From an optimization exercise on the open Yosys and OpenROAD flow, aimed at small area, a short achievable clock period and few clock cycles per item; shortcuts taken in it are not production practice.
RTL that was checked went through simulation tests only; none was proved equivalent to the original.

== v6 ==
Design rational_add_sub_reduce_top, start of the top module:
module rational_add_sub_reduce_top
(
    input  wire logic      aclk,
    input  wire logic      aresetn,
    input  wire logic      s_valid,
    output logic           s_ready,
    input  wire logic [128:0] s_data,    
    output logic           m_valid,
    input  wire logic      m_ready,
    output logic [126:0]   m_data       
);
clock: 10.0 ns
lec_check: 0
abc_area: 1
abc_clock_period_in_ps: 4000
cap_margin: 20
core_margin: 2
core_utilization: 60
cts_cluster_diameter: 120
cts_cluster_size: 20
place_density: 0.7
setup_slack_margin: 5
slew_margin: 20
tns_end_percent: 10
run.sh (not shown) runs the stock make flow with config.mk's settings and CLKGATE_MAP_FILE= SYNTH_SCRIPT=/design/flow/synth_recipe.tcl, a recipe that flattens the netlist after the stock synthesis.
Testbench counts of v6, summed over its fixed seeds: cycles 102,509, items 3,200.
[inputs] v38 vs v6
- a deleted CTS_CLUSTER_DIAMETER that had been 120
- a deleted CTS_CLUSTER_SIZE that had been 20
- a deleted TNS_END_PERCENT that had been 10
Results
v6: no failed stages, no open violations at the end
v38 finished every step from synthesis to the final layout, and the layout passed the timing, design-rule and antenna checks.
Critical path endpoint = b[57]: v38; critical path endpoint = a[18]: v6
Going from v6 to v38, design area grew by a few percent.
Delta (v38 minus v6): wire length went up; share of the clock period used by the worst path shows a reduction of 0.98 points.
Input changes introduced in v30 (baseline for comparison: v38):
- setting CTS_CLUSTER_DIAMETER to 150 for the first time
- setting CTS_CLUSTER_SIZE to 16 for the first time
Findings:
As of v30, wire length of the first global-routing pass had fallen slightly compared to v38.
Initial antenna violation count (higher): v30
Inputs modified between v30 and v15:
- swapping 150 for 100 in CTS_CLUSTER_DIAMETER
- swapping 16 for 24 in CTS_CLUSTER_SIZE
Notes after the runs:
- In the metrics for v15 and v30, the one carrying the lower first-pass detailed-route iteration total is v30.
- Core utilization: v15 vs v30, no meaningful difference
- On non-filler instance count after layout, v15 and v30 are neck and neck.
- Looking at v15 and v30, the worst stage delay on the critical path is a wash.
- Global-route usage, v15 and v30: higher on v30
- The met3 global-route usage of v15 falls short of that of v30 by 0.49 points.
- Against v30, v15 comes in 0.0097 ns higher on final hold slack.
The following lists how v39 was set up differently from v15:
- CTS_CLUSTER_SIZE changed from 24 to 20
- CTS_CLUSTER_DIAMETER changed from 100 to 120
==> run notes <==
Share of cell area taken by multi-input logic gates: v39 higher than v15. In the tables for v15 and v39, clock skew reads lower with v39. Between v15 and v39, the difference in worst path required time is negligible. There was hardly any difference in via count between v15 and v39. Per the comparison of v39 with v15, routed wire length rose 1.2 mm; clock buffer count in the final layout rose about 25%; area overhead of the layout relative to synthesis fell 0.37 points; fraction of standard cell area that is sequential about even.

* * *

rational_add_sub_reduce_top again, from the RTL that the note above started with.
make LEC_CHECK=0 ABC_AREA=1 ABC_CLOCK_PERIOD_IN_PS=4000 CAP_MARGIN=20 CORE_MARGIN=2 CORE_UTILIZATION=60 CTS_CLUSTER_DIAMETER=120 CTS_CLUSTER_SIZE=20 PLACE_DENSITY=0.7 SETUP_SLACK_MARGIN=5 SLEW_MARGIN=20 TNS_END_PERCENT=0 finish   # period 10.0 ns
The baseline completed with no timing, DRC or antenna violations.
Testbench counts at the start, summed over its fixed seeds: cycles 102,509, items 3,200.
Then changed:
ABC_CLOCK_PERIOD_IN_PS = 5500   (was 4000)
TNS_END_PERCENT = unset   (was 0)
The changed run completed without violations.
Count of clock-buffer cells in the layout came out lower by 2.
Non-clock buffer count went up by 8.

* * *

Another version of the RTL of rational_add_sub_reduce_top (not shown whole).
For scale: about 5,100 cells after synthesis, roughly 400 flip-flops, about 260 I/O pins.
==> flow/config.mk <==
export PLATFORM = sky130hd
export DESIGN_NAME = rational_add_sub_reduce_top
export DESIGN_NICKNAME = rational_add_sub_reduce_top
export VERILOG_FILES = /design/flow/design.v
export SDC_FILE = /design/flow/constraint.sdc
export NUM_CORES = 4
export LEC_CHECK = 0
export ABC_CLOCK_PERIOD_IN_PS = 4000
export CAP_MARGIN = 20
export CORE_MARGIN = 2
export CORE_UTILIZATION = 40
export PLACE_DENSITY = 0.6
export SETUP_SLACK_MARGIN = 5
export SLEW_MARGIN = 20
==> flow/constraint.sdc <==
create_clock -name core_clock -period 10.0 [get_ports {aclk}]
set_input_delay 2.0000 -clock core_clock [delete_from_list [all_inputs] [get_ports {aclk}]]
set_output_delay 2.0000 -clock core_clock [all_outputs]
set_load 0.01 [all_outputs]
==> next run, changes <==
Settings changed: ABC_CLOCK_PERIOD_IN_PS 4000 to not set, SETUP_SLACK_MARGIN 5 to not set.
After rerunning:
- The new run finished with timing, DRC and antenna clean
- sequential cell count is unchanged
- setup slack degrades by 2.0 ns
- clock-buffer cell count came out higher by 4
- utilization came out lower by 2.7 points
No functional check of the RTL was part of any run of this note.

* * *

The RTL this note starts from:
==> flow/design.v <==
`timescale 1ns / 1ps
`default_nettype none
package rasr_pkg;
    localparam int IN_W   = 32;
    localparam int NUM_W  = 64;
    localparam int DEN_W  = 62;
    localparam int MAG_W  = 65;    
    localparam int CNT_W  = 7;
    localparam logic [NUM_W-1:0] NUM_MAX = {1'b0, {(NUM_W-1){1'b1}}};
    localparam logic [DEN_W-1:0] DEN_MAX = {DEN_W{1'b1}};
    typedef struct packed {
        logic                    action;
        logic signed [IN_W-1:0]  a_num;
        logic signed [IN_W-1:0]  a_den;
        logic signed [IN_W-1:0]  b_num;
        logic signed [IN_W-1:0]  b_den;
    } in_item_t;
    typedef struct packed {
        logic signed [NUM_W-1:0] res_num;
        logic [DEN_W-1:0]        res_den;
        logic                    den_error;
    } out_item_t;
    typedef enum logic [3:0] {
        CMD_NONE,
        CMD_LOAD,       
        CMD_MUL,        
        CMD_SUM,        
        CMD_GINIT,      
        CMD_GSTEP,      
        CMD_DINIT,      
        CMD_DSTEP,      
        CMD_DNEXT,      
        CMD_FINAL       
    } cmd_t;
    typedef struct packed {
        logic zero_den;    
        logic zero_num;    
        logic gcd_done;    
        logic div_done;    
    } status_t;
endpackage
`default_nettype wire
`timescale 1ns / 1ps
`default_nettype none
module rational_add_sub_reduce_top
(
    input  wire logic      aclk,
    input  wire logic      aresetn,
    input  wire logic      s_valid,
    output logic           s_ready,
    input  wire logic [128:0] s_data,    
    output logic           m_valid,
    input  wire logic      m_ready,
    output logic [126:0]   m_data       
);
    localparam logic [1:0] M_IDLE = 2'd0, M_RUN = 2'd1, M_DONE = 2'd2;
    logic [1:0]  mstate;
    logic [3:0]  mcnt;
    logic [33:0] mn_hi, md_hi;   
    logic [31:0] mn_lo, md_lo;   
    logic [31:0] x_an, x_bn, x_ad;
    logic [2:0]  dbd, dad;       
    logic        f1, f2;         
    logic        mzden;          
    function automatic logic [2:0] booth_dec(input logic y1, input logic y0,
                                             input logic yp, input logic flip);
        booth_dec[0] = y0 ^ yp;
        booth_dec[1] = (y1 & ~y0 & ~yp) | (~y1 & y0 & yp);
        booth_dec[2] = y1 ^ flip;
    endfunction
    function automatic logic [35:0] booth_pp(input logic [31:0] x, input logic [2:0] d);
        logic [35:0] m;
        m = d[0] ? {{4{x[31]}}, x} : (d[1] ? {{3{x[31]}}, x, 1'b0} : 36'd0);
        booth_pp = d[2] ? ~m : m;
    endfunction
    wire [35:0] pp1 = booth_pp(x_an, dbd);
    wire [35:0] pp2 = booth_pp(x_bn, dad);
    wire [35:0] pp3 = booth_pp(x_ad, dbd);
    wire [35:0] acc_n = {{2{mn_hi[33]}}, mn_hi};
    wire [35:0] acc_d = {{2{md_hi[33]}}, md_hi};
    wire [35:0] cs_s = acc_n ^ pp1 ^ pp2;
    wire [35:0] cs_c = {(acc_n[34:0] & pp1[34:0]) | (acc_n[34:0] & pp2[34:0]) | (pp1[34:0] & pp2[34:0]), dad[2]};
    wire [35:0] sum_n = cs_s + cs_c + {35'd0, dbd[2]};
    wire [35:0] sum_d = acc_d + pp3 + {35'd0, dbd[2]};
    wire ld;     
    always_ff @(posedge aclk) begin
        if (!aresetn) begin
            mstate <= M_IDLE;
        end else begin
            case (mstate)
                M_IDLE: if (s_valid) mstate <= M_RUN;
                M_RUN:  if (mcnt == 4'd15) mstate <= M_DONE;
                M_DONE: if (ld) mstate <= M_IDLE;
                default: mstate <= M_IDLE;
            endcase
        end
    end
    always_ff @(posedge aclk) begin
        case (mstate)
            M_IDLE: begin
                mcnt  <= 4'd0;
                mn_hi <= 34'd0;
                md_hi <= 34'd0;
                mn_lo <= s_data[31:0];       
                md_lo <= s_data[95:64];      
                x_an  <= s_data[127:96];
                x_bn  <= s_data[63:32];
                x_ad  <= s_data[95:64];
                f1    <= s_data[95] ^ s_data[31];
                f2    <= s_data[95] ^ s_data[31] ^ s_data[128];
                dbd   <= booth_dec(s_data[1], s_data[0], 1'b0, s_data[95] ^ s_data[31]);
                dad   <= booth_dec(s_data[65], s_data[64], 1'b0, s_data[95] ^ s_data[31] ^ s_data[128]);
                mzden <= (s_data[95:64] == 32'd0) || (s_data[31:0] == 32'd0);
            end
            M_RUN: begin
                mcnt  <= mcnt + 4'd1;
                mn_hi <= sum_n[35:2];
                mn_lo <= {sum_n[1:0], mn_lo[31:2]};
                md_hi <= sum_d[35:2];
                md_lo <= {sum_d[1:0], md_lo[31:2]};
                dbd   <= booth_dec(mn_lo[3], mn_lo[2], mn_lo[1], f1);
                dad   <= booth_dec(md_lo[3], md_lo[2], md_lo[1], f2);
            end
            default: ;
        endcase
    end
    localparam logic [1:0] L_IDLE = 2'd0, L_INIT = 2'd1, L_LOOP = 2'd2, L_HALF2 = 2'd3;
    logic [1:0]  lstate;
    logic [63:0] a, b;           
    logic [63:0] ca1, cb1;       
    logic [61:0] ca2, cb2;       
    logic        nsign;          
    logic        zden;           
    logic [2:0]  hs;             
    wire        new_neg = mn_hi[33] && !mzden;
    wire        new_bz  = mzden || ({mn_hi, mn_lo} == 66'd0);
    wire [64:0] s1 = {1'b0, b} - {1'b0, a};    
    wire [63:0] s2 = a - b;                    
    wire        b_lt_a = s1[64];
    logic       bz;              
    wire        ab_eq = (a == b);
    function automatic logic [2:0] tz7(input logic [6:0] v);
        tz7 = v[0] ? 3'd0 : v[1] ? 3'd1 : v[2] ? 3'd2 : v[3] ? 3'd3 :
              v[4] ? 3'd4 : v[5] ? 3'd5 : v[6] ? 3'd6 : 3'd7;
    endfunction
    wire in_loop = (lstate == L_LOOP) && !bz;
    wire k_half  = in_loop && !a[0] && !b[0];
    wire k_swap  = in_loop && !a[0] &&  b[0];
    wire k_shb   = in_loop &&  a[0] && !b[0];
    wire k_sub   = in_loop &&  a[0] &&  b[0];
    wire k_half2 = (lstate == L_HALF2);
    wire k_ineg  = (lstate == L_INIT);
    logic [2:0]  sh;
    logic [63:0] xsrc;
    always_comb begin
        sh   = 3'd0;
        xsrc = b;
        if (k_sub) begin
            sh   = tz7(s1[6:0]);
            xsrc = b_lt_a ? s2 : s1[63:0];
        end else if (k_shb) begin
            sh   = tz7(b[6:0]);
            xsrc = b;
        end else if (k_swap) begin
            sh   = tz7(a[6:0]);
            xsrc = a;
        end else if (k_half) begin
            sh   = tz7(a[6:0] | b[6:0]);
            xsrc = a;
        end else if (k_half2) begin
            sh   = hs;
            xsrc = a;
        end else if (k_ineg) begin
            sh   = 3'd0;
            xsrc = s2;
        end
    end
    wire [63:0] bsh = xsrc >> sh;
    wire        take_ca = (k_sub && b_lt_a) || k_swap;
    wire [63:0] ysrc1 = take_ca ? ca1 : cb1;
    wire [61:0] ysrc2 = take_ca ? ca2 : cb2;
    wire [63:0] cbsh1 = ysrc1 << sh;
    wire [61:0] cbsh2 = ysrc2 << sh;
    wire [63:0] csum1 = ca1 + cb1;
    wire [61:0] csum2 = ca2 + cb2;
    wire done_out = (lstate == L_LOOP) && bz;    
    assign ld = (mstate == M_DONE) && ((lstate == L_IDLE) || (done_out && m_ready));
    always_ff @(posedge aclk) begin
        if (!aresetn) begin
            lstate <= L_IDLE;
        end else if (ld) begin
            lstate <= new_neg ? L_INIT : L_LOOP;
        end else begin
            case (lstate)
                L_INIT:  lstate <= L_LOOP;
                L_LOOP:  if (bz) begin
                             if (m_ready) lstate <= L_IDLE;
                         end else if (k_half) lstate <= L_HALF2;
                L_HALF2: lstate <= L_LOOP;
                default: lstate <= L_IDLE;
            endcase
        end
    end
    always_ff @(posedge aclk) begin
        if (ld) begin
            a     <= {md_hi[31:0], md_lo};
            b     <= mzden ? 64'd0 : {mn_hi[31:0], mn_lo};
            bz    <= new_bz;
            nsign <= new_neg;
            zden  <= mzden;
            ca1   <= new_neg ? 64'd1 : 64'd0;
            ca2   <= 62'd1;
            cb1   <= new_neg ? {64{1'b1}} : 64'd1;
            cb2   <= 62'd0;
        end else if (k_ineg) begin
            b <= bsh;
        end else if (k_sub) begin
            b   <= bsh;
            bz  <= ab_eq;
            if (b_lt_a) a <= b;
            ca1 <= csum1;
            ca2 <= csum2;
            cb1 <= cbsh1;
            cb2 <= cbsh2;
        end else if (k_shb) begin
            b   <= bsh;
            cb1 <= cbsh1;
            cb2 <= cbsh2;
        end else if (k_swap) begin
            a   <= b;
            b   <= bsh;
            ca1 <= nsign ? {64{1'b1}} : 64'd1;    
            ca2 <= 62'd0;
            cb1 <= cbsh1;
            cb2 <= cbsh2;
        end else if (k_half) begin
            a   <= b;
            b   <= bsh;
            hs  <= sh;
        end else if (k_half2) begin
            a <= b;
            b <= bsh;
        end
    end
    assign s_ready = (mstate == M_IDLE);
    assign m_valid = done_out;
    assign m_data  = {ca1, ca2, zden};
endmodule
`default_nettype wire
clock: 10.0 ns
lec_check: 0
abc_clock_period_in_ps: 5000
cap_margin: 20
core_margin: 2
core_utilization: 40
place_density: 0.6
setup_slack_margin: 4
slew_margin: 20
Testbench counts at the start, summed over its fixed seeds: cycles 119,682, items 3,200.
==> next run, changes <==
==> flow/flow/run.sh (new file) <==
#!/bin/bash
# Standard layout, with timing repair aimed below the clock period.
set -euo pipefail
bash standard.sh SETUP_SLACK_MARGIN=5.5 finish > standard_flow.log 2>&1
==> flow/standard.sh (new file) <==
#!/bin/bash
# synth_recipe.tcl (not shown) runs the flow's synth.tcl, then flattens the netlist and writes it again
# the make line also repeats each setting of config.mk as NAME=value (left out here)
make -C /OpenROAD-flow-scripts/flow DESIGN_CONFIG=/design/flow/config.mk WORK_HOME=/design/flow/orfs CLKGATE_MAP_FILE= SYNTH_SCRIPT=/design/flow/synth_recipe.tcl "${@:-finish}"
Settings changed: ABC_CLOCK_PERIOD_IN_PS 5000 to 4000, SETUP_SLACK_MARGIN 4 to not set.
removed: flow/run.sh
The changed run completed with no timing, DRC or antenna violations.
Critical path depth shrinks by 4.
Utilization grows by 4.0 points.
Non-clock buffer count grows by 200.
Wire length grows by 5.8%.
==> next run, changes <==
==> flow/flow/run.sh (replaced) <==
#!/bin/bash
# Standard layout, with timing repair aimed below the clock period.
set -euo pipefail
bash standard.sh SETUP_SLACK_MARGIN=6 finish > standard_flow.log 2>&1
What happened:
- The changed run passed the timing, design-rule and antenna checks
- routed wire length climbs by 11%
- setup slack gains 0.0063 ns
- final cell count rises by 3.1%
- worst hold slack gets better by 0.012 ns
- core utilization increases by 6.9 points
- clock-buffer cell count is lower by 1

static timing again, ports no longer ideal:
The results above use ideal ports. As a check the final layouts listed here were re-extracted and re-timed, cells and wires unchanged.
Step 1, drivers: a clkbuf_16 drives aclk and a buf_2 each remaining input, both assumed.
Step 2 moves the port delays by t, midway between the first and last clock arrival at a register: inputs arrive t later, outputs are due t later. That takes back most of the time a late clock gives input paths.
Three values: ideal ports, drivers, drivers and shift; two values: the first two.
run	t (ns)	setup WS [ns]	worst hold slack (ns)	worst data-port slew with drivers (ns)
v6	0.688	5.038 / 5.000 / 4.313	0.455 / 0.455 / 0.455	0.12
v38	0.733	5.137 / 5.079 / 4.346	0.487 / 0.487 / 0.487	0.13
v30	0.703	5.103 / 5.050 / 4.347	0.477 / 0.477 / 0.477	0.12
v15	0.684	5.107 / 5.064 / 4.379	0.487 / 0.487 / 0.487	0.11
v39	0.688	5.146 / 5.091 / 4.403	0.480 / 0.480 / 0.480	0.12
the first run of note 2	0.675	5.061 / 4.997 / 4.322	0.491 / 0.491 / 0.491	0.12
the second run of note 2	0.688	5.146 / 5.091 / 4.403	0.480 / 0.480 / 0.480	0.12
the first run of note 3	0.722	4.848 / 4.848 / 4.848	0.600 / 0.600 / 0.600	0.10
the second run of note 3	0.745	2.847 / 2.847 / 2.847	0.589 / 0.589 / 0.589	0.07
the first run of note 4	0.730	4.075 / 4.075 / 3.651	0.495 / 0.495 / 0.495	0.12
the second run of note 4	0.750	5.406 / 5.406 / 4.942	0.497 / 0.497 / 0.497	0.09
the third run of note 4	0.771	5.412 / 5.412 / 5.056	0.509 / 0.509 / 0.509	0.12
After both steps setup and hold are still met in every run listed. The setup slack of v38, which loses most, moves by -0.058 ns with the drivers and by -0.791 ns with both steps.
